From an optimization exercise on the open Yosys and OpenROAD flow, aimed at small area and a short achievable clock period; shortcuts taken in it are not production practice. The RTL was checked by simulation tests, not by an equivalence proof against the original design. Power is estimated from default activity; no workload was simulated.

[design/flow/config.mk]
export PLATFORM = sky130hd
export DESIGN_NAME = apb_diag_buffer
export DESIGN_NICKNAME = apb_diag_buffer
export VERILOG_FILES = /design/flow/design.v
export SDC_FILE = /design/flow/constraint.sdc
export NUM_CORES = 4
export LEC_CHECK = 0
export CAP_MARGIN = 20
export CORE_MARGIN = 2
export CORE_UTILIZATION = 40
export SLEW_MARGIN = 20
[design/flow/constraint.sdc]
create_clock -name core_clock -period 5.0 [get_ports {pclk}]
set_input_delay 1.0000 -clock core_clock [delete_from_list [all_inputs] [get_ports {pclk}]]
set_output_delay 1.0000 -clock core_clock [all_outputs]
set_load 0.01 [all_outputs]
[design/flow/design.v]
package apb_diag_pkg;
   localparam logic [11:0] OFF_CTRL   = 12'h000;
   localparam logic [11:0] OFF_STATUS = 12'h004;
   localparam logic [11:0] OFF_DROP   = 12'h008;
   localparam logic [11:0] OFF_POP    = 12'h00C;
   localparam int CTRL_EN      = 0;
   localparam int CTRL_CLR     = 1;
   localparam int CTRL_OVWR    = 2;
   localparam int CTRL_THR_LSB = 8;
   localparam int CTRL_THR_W   = 8;
   localparam int STAT_EMPTY = 16;
   localparam int STAT_FULL  = 17;
   typedef enum logic {
      IDLE = 1'b0,
      WAIT = 1'b1
   } state_e;
endpackage
module diag_buf_ram #(
   parameter int DEPTH = 64,
   parameter int AW    = $clog2(DEPTH)
) (
   input  logic          clk_i,
   input  logic          we_i,
   input  logic [AW-1:0] waddr_i,
   input  logic [31:0]   wdata_i,
   input  logic          re_i,
   input  logic [AW-1:0] raddr_i,
   output logic [31:0]   rdata_o
);
   logic [31:0] mem_q [DEPTH];
   always_ff @(posedge clk_i) begin
      if (we_i) begin
         mem_q[waddr_i] <= wdata_i;
      end
      if (re_i) begin
         rdata_o <= mem_q[raddr_i];
      end
   end
endmodule
import apb_diag_pkg::*;
module apb_diag_buffer #(
   parameter int DEPTH = 64,
   parameter int CNT_W = $clog2(DEPTH) + 1
) (
   input  logic        pclk,
   input  logic        preset_n,
   input  logic [11:0] paddr,
   input  logic        psel,
   input  logic        penable,
   input  logic        pwrite,
   input  logic [31:0] pwdata,
   input  logic [3:0]  pstrb,
   output logic        pready,
   output logic [31:0] prdata,
   output logic        pslverr,
   input  logic        evt_valid,
   input  logic [31:0] evt_data,
   output logic        irq
);
   localparam int AW = $clog2(DEPTH);
   logic             state_q, state_d;
   logic [AW-1:0]    wr_ptr_q, wr_ptr_d;
   logic [AW-1:0]    rd_ptr_q, rd_ptr_d;
   logic [CNT_W-1:0] count_q, count_d;
   logic [15:0]      drop_q, drop_d;
   logic             en_q, en_d;
   logic             ovwr_q, ovwr_d;
   logic [7:0]       thresh_q, thresh_d;
   logic             irq_q, irq_d;
   logic             live_q;
   logic        access;
   logic        empty, full;
   logic        ram_we, ram_re;
   logic [31:0] ram_rdata;
   logic        do_pop, clr;
   logic        push, grow, ovr, drop;
   logic        rdy_c, err_c;
   logic [31:0] rdata_c;
   logic [31:0] ctrl_rd, status_rd;
   logic        unused_bits;
   assign access = psel && penable && live_q;
   assign empty  = (count_q == '0);
   assign full   = (count_q == CNT_W'(DEPTH));
   always_comb begin
      ctrl_rd                                 = '0;
      ctrl_rd[CTRL_EN]                        = en_q;
      ctrl_rd[CTRL_OVWR]                      = ovwr_q;
      ctrl_rd[CTRL_THR_LSB +: CTRL_THR_W]     = thresh_q;
      status_rd                               = '0;
      status_rd[CNT_W-1:0]                    = count_q;
      status_rd[STAT_EMPTY]                   = empty;
      status_rd[STAT_FULL]                    = full;
   end
   always_comb begin
      state_d  = state_q;
      wr_ptr_d = wr_ptr_q;
      rd_ptr_d = rd_ptr_q;
      count_d  = count_q;
      drop_d   = drop_q;
      en_d     = en_q;
      ovwr_d   = ovwr_q;
      thresh_d = thresh_q;
      ram_re   = 1'b0;
      ram_we   = 1'b0;
      do_pop   = 1'b0;
      clr      = 1'b0;
      rdy_c    = 1'b0;
      err_c    = 1'b0;
      rdata_c  = '0;
      if (access) begin
         if (state_q == WAIT) begin
            rdy_c   = 1'b1;
            rdata_c = ram_rdata;
            do_pop  = 1'b1;
            state_d = IDLE;
         end else if (pwrite) begin
            rdy_c = 1'b1;
            if (paddr == OFF_CTRL) begin
               if (pstrb[0]) begin
                  en_d   = pwdata[CTRL_EN];
                  ovwr_d = pwdata[CTRL_OVWR];
                  clr    = pwdata[CTRL_CLR];
               end
               if (pstrb[1]) begin
                  thresh_d = pwdata[CTRL_THR_LSB +: CTRL_THR_W];
               end
            end else begin
               err_c = 1'b1;
            end
         end else begin
            rdy_c = 1'b1;
            case (paddr)
               OFF_CTRL:   rdata_c = ctrl_rd;
               OFF_STATUS: rdata_c = status_rd;
               OFF_DROP:   rdata_c = {16'h0000, drop_q};
               OFF_POP: begin
                  if (empty) begin
                     err_c = 1'b1;
                  end else begin
                     rdy_c   = 1'b0;
                     ram_re  = 1'b1;
                     state_d = WAIT;
                  end
               end
               default:    err_c = 1'b1;
            endcase
         end
      end
      push = en_q && evt_valid && !clr;
      grow = push && (!full || do_pop);
      ovr  = push && full && !do_pop && ovwr_q;
      drop = push && full && !do_pop;
      ram_we = grow || ovr;
      if (ram_we) begin
         wr_ptr_d = wr_ptr_q + AW'(1);
      end
      if (do_pop || ovr) begin
         rd_ptr_d = rd_ptr_q + AW'(1);
      end
      if (grow && !do_pop) begin
         count_d = count_q + CNT_W'(1);
      end else if (!grow && do_pop) begin
         count_d = count_q - CNT_W'(1);
      end
      if (drop && (drop_q != 16'hFFFF)) begin
         drop_d = drop_q + 16'd1;
      end
      if (clr) begin
         wr_ptr_d = '0;
         rd_ptr_d = '0;
         count_d  = '0;
         drop_d   = '0;
         ram_we   = 1'b0;
      end
   end
   assign irq_d = en_q && (thresh_q != 8'd0) && (32'(count_q) >= 32'(thresh_q));
   always_ff @(posedge pclk or negedge preset_n) begin
      if (!preset_n) begin
         state_q  <= IDLE;
         wr_ptr_q <= '0;
         rd_ptr_q <= '0;
         count_q  <= '0;
         drop_q   <= '0;
         en_q     <= 1'b0;
         ovwr_q   <= 1'b0;
         thresh_q <= '0;
         irq_q    <= 1'b0;
         live_q   <= 1'b0;
      end else begin
         state_q  <= state_d;
         wr_ptr_q <= wr_ptr_d;
         rd_ptr_q <= rd_ptr_d;
         count_q  <= count_d;
         drop_q   <= drop_d;
         en_q     <= en_d;
         ovwr_q   <= ovwr_d;
         thresh_q <= thresh_d;
         irq_q    <= irq_d;
         live_q   <= 1'b1;
      end
   end
   diag_buf_ram #(
      .DEPTH (DEPTH),
      .AW    (AW)
   ) u_ram (
      .clk_i   (pclk),
      .we_i    (ram_we),
      .waddr_i (wr_ptr_q),
      .wdata_i (evt_data),
      .re_i    (ram_re),
      .raddr_i (rd_ptr_q),
      .rdata_o (ram_rdata)
   );
   assign pready  = rdy_c;
   assign prdata  = rdata_c;
   assign pslverr = err_c;
   assign irq     = irq_q;
   assign unused_bits = ^{pwdata[31:16], pwdata[7:3], pstrb[3:2]};
endmodule
[design/flow/run.sh]
#!/bin/bash
# synth_recipe.tcl (not shown) runs the flow's synth.tcl, then flattens the netlist and writes it again
# the make line also repeats each setting of config.mk as NAME=value (left out here)
make -C /OpenROAD-flow-scripts/flow DESIGN_CONFIG=/design/flow/config.mk WORK_HOME=/design/flow/orfs CLKGATE_MAP_FILE= SYNTH_SCRIPT=/design/flow/synth_recipe.tcl finish
==> results.txt <==
CTS H-tree depth=4; mux share of post-synthesis cell area=14.7%; Highest Clock Rate=0.215 GHz; complex-gate fraction of the synthesized area=3.70%; Most Used Layer, Global Route=met2; routability cong.=0.815; post-cts sizing count=0; most frequent cells in the layout=2080 x edfxtp_1, 400 x mux4_2, 295 x mux2i_1; met1 usage=28.9%; CTS tree=built; worst slack, placed=0.326 ns; Post-synth EDFFs=2080; Slew Limit Fails=0; Final period util=93.2%; total iterations of the first detailed-routing run=6; initial drt markers=4190; Syn Area/Cell=20.8 sq um; Lkg Pwr=28.3 nW; CTS buffer count=212; width of the die=457 um; Net Sw Power=7.10 mW; final worst slack=0.342 ns; slew of the pin with the lowest slew margin=1.05 ns; internal cell power=28.4 mW; GR Layer Usage met2=31.6%; Die Y=457 um; post-synthesis xor/xnor area fraction=0.277%; WL final=211000 um; Final min period=4.66 ns; starting density of the core=40.2%; CTS root buffer=clkbuf_16; drt drc=0; worst skew pair latency=0.86 ns; total number of vias=40995; clock share of power=43.9%; Finish-stage setup viols=0; Core ar.=204000 sq um; HP Class=input port to asynchronous set/reset pin; Gate power share=1.0%; most common cell after layout, fill and taps aside=edfxtp_1; critical path class=input port to output pin; CTS Sinks=2128; GRT Overall Usage=19.9%; GRT overflow=0; DR WL/cell=29.6 um; Pwr Density=376 nW/um^2; Final ANT Viol Nets=0; sw frac=20.0%; Layout Nets=4335; Yosys warning count=2; CP Capture Type=output pin; Flop pwr share=55.1%; row count=166; Adder-Cell Fraction of Synth Area=0.268%; RSZ-0062 raised after global routing=false; CP Launch Type=input port; io pins=121; Final Hold Vio Count=0; relative max-transition margin=29.5%; Die ar.=209000 sq um; dpl hpwl=121000 um; initial antenna violation count=9; Async SR Flop Fraction=2.26%; sequential cell area=63700 sq um; via/cell ratio=5.76; # Post-CTS Setup Buffers=0; layout cell share with drive strength beyond 1=23.7%; Post-Syn Area=82200 sq um; Max IR drop VDD=0.287 mV; Port Buffers=97; clock skew=0.0447 ns; simple-gate share of the synthesized area=2.27%; clk slew on worst S/H paths=0.06 ns; maxcap violations=0; sequential share of the synthesized area=77.4%; outcome=timing/DRC/antenna clean; met3 usage=3.16%; flops & latches, synth=2128; largest net degree at the start of global routing=77; CP Data Arrival Time=3.66 ns; sum of negative setup slack=0 ns; ys flop type=edfxtp_1; cells after synthesis=3947; vias in the first global route=41105; Worst R2R Path Depth=6; first-pass GRT wire length=301000 um; syn nets=4050; CP Data Required Time=4.00 ns; CP Max Fanout=9; hold buffer count at CTS=0; main combinational cell family by area after synthesis=multiplexers; Yosys cell types=62; area of the multi-input gates=18000 sq um; Fillers=16972; area grow syn2layout=15.0%; CTS Buffer Depth=3
==> final timing paths <==
path                        startpoint                end  slack (ns)
max                           paddr[8]          prdata[8]        0.34
max reg2reg                rd_ptr_q[0]  u_ram.rdata_o[16]        0.90
min                           preset_n        thresh_q[6]        0.28
max in group asynchronous     preset_n        rd_ptr_q[2]        4.20
min reg2reg                thresh_q[7]        thresh_q[7]        0.53
min in group core_clock    thresh_q[7]        thresh_q[7]        0.53
==> kinds of logic after synthesis <==
kind of cell             Yosys count
flip-flops                      2128
XOR/XNOR                          26
AND/OR/NAND/NOR                  375
buffers and inverters            241
other                              1
adder cells (fa/ha/maj)           17
multiplexers                     708
AO/OA/AOI/OAI                    451
==> synthesized netlist by cell type (all sizes together), types with 9 or more instances <==
cell     number  area (sq um)
dfrtp        48          1200
mux2i       295          2950
o21ai        66           330
a22oi        81           608
mux2         13           146
nor3          9          50.1
ha           16           200
buf         128           661
a211oi       52           390
xnor2        23           201
mux4        400          9010
a32o         13           130
nor4         16           183
edfxtp     2080         62500
nor2        159           604
nand2        68           258
clkbuf       99           375
and3         10          62.6
a2111oi      18           158
o22ai        72           450
nor2b        10          62.6
a21oi        91           459
inv          14          52.6
o221ai       37           324
nand3        38           190
and2         18           113
==> critical path, cell delays in order <==
cell and delay [ns]:
clkdlybuf4s50_1 0.43, nor4_1 0.38, nand3_1 0.29, nor3_2 0.55, a22oi_1 0.18, o21ai_0 0.24
clkdlybuf4s50_1 0.58
==> cell type report <==
type                       instances  share of cell area (%)
antenna                           11                  0.0291
clock buffer                     259                    5.84
clock inverter                   139                    1.35
inverter                          14                  0.0556
multi-input combinational       1578                    19.0
sequential                      2128                    67.4
tap                             2688                    3.56
timing repair buffer             298                    2.78
==> power by group through the flow <==
stage / logic [mW] / clock network, mW / registers, mW
2_1_floorplan: 0.0162 / 0 / 19.9
3_3_place_gp: 0.342 / 0 / 19.9
3_5_place_dp: 0.365 / 0 / 19.9
4_1_cts: 0.366 / 15.9 / 19.6
5_1_grt: 0.393 / 16.5 / 19.6
6_report: 0.361 / 15.6 / 19.6
==> registers in the layout, indices dropped and copies added (netlist names), 6 cells and up <==
name,count
u_ram.mem_q,2048
u_ram.rdata_o,32
drop_q,16
thresh_q,8
count_q,7
rd_ptr_q,6
wr_ptr_q,6
==> through the flow <==
step	area [sq um]	cells	hold WS, ns	util [%]	total power, mW
3_3_place_gp	87700	6705	0.514	42.9	20.3
3_5_place_dp	87700	6706	0.513	42.9	20.3
4_1_cts	94500	7104	0.244	46.2	35.8
6_report	94500	7115	0.277	46.3	35.5
5_1_grt	94500	7106	0.301	46.2	36.5
2_1_floorplan	82200	3947	0.494	-	20.0
==> layer usage <==
metal	up-vias	routed length, um
li1	17077	-
met1	22019	91000
met2	1616	100000
met3	283	14600
met4	0	4570
met5	-	0

## separate check: timing with driven ports
How much do the figures lean on ideal ports? The routed layout below was timed once more, with nothing changed but the port constraints. Step 1 sets driving cells, clkbuf_16 on the clock port and buf_2 on the other inputs (assumed; they add their load-dependent delay and slew). Step 2, shift: input delay + t, output delay - t, t = (earliest + latest rising clock arrival at the registers) / 2. This alone moves slack from input paths to output paths. Slacks: no drivers / after step 1 / after step 2; pairs: no drivers / after step 1.
t (ns): 0.921
slack for setup (ns): 0.342 / 0.318 / 0.278
hold slack, ns: 0.277 / 0.209 / 0.525
worst setup path after step 2: input to register
worst slew at a driven data input, ns: 0.12
After both steps setup and hold are still met in this run. For this run, drivers alone change the setup slack by -0.024 ns; drivers and shift together by -0.064 ns.
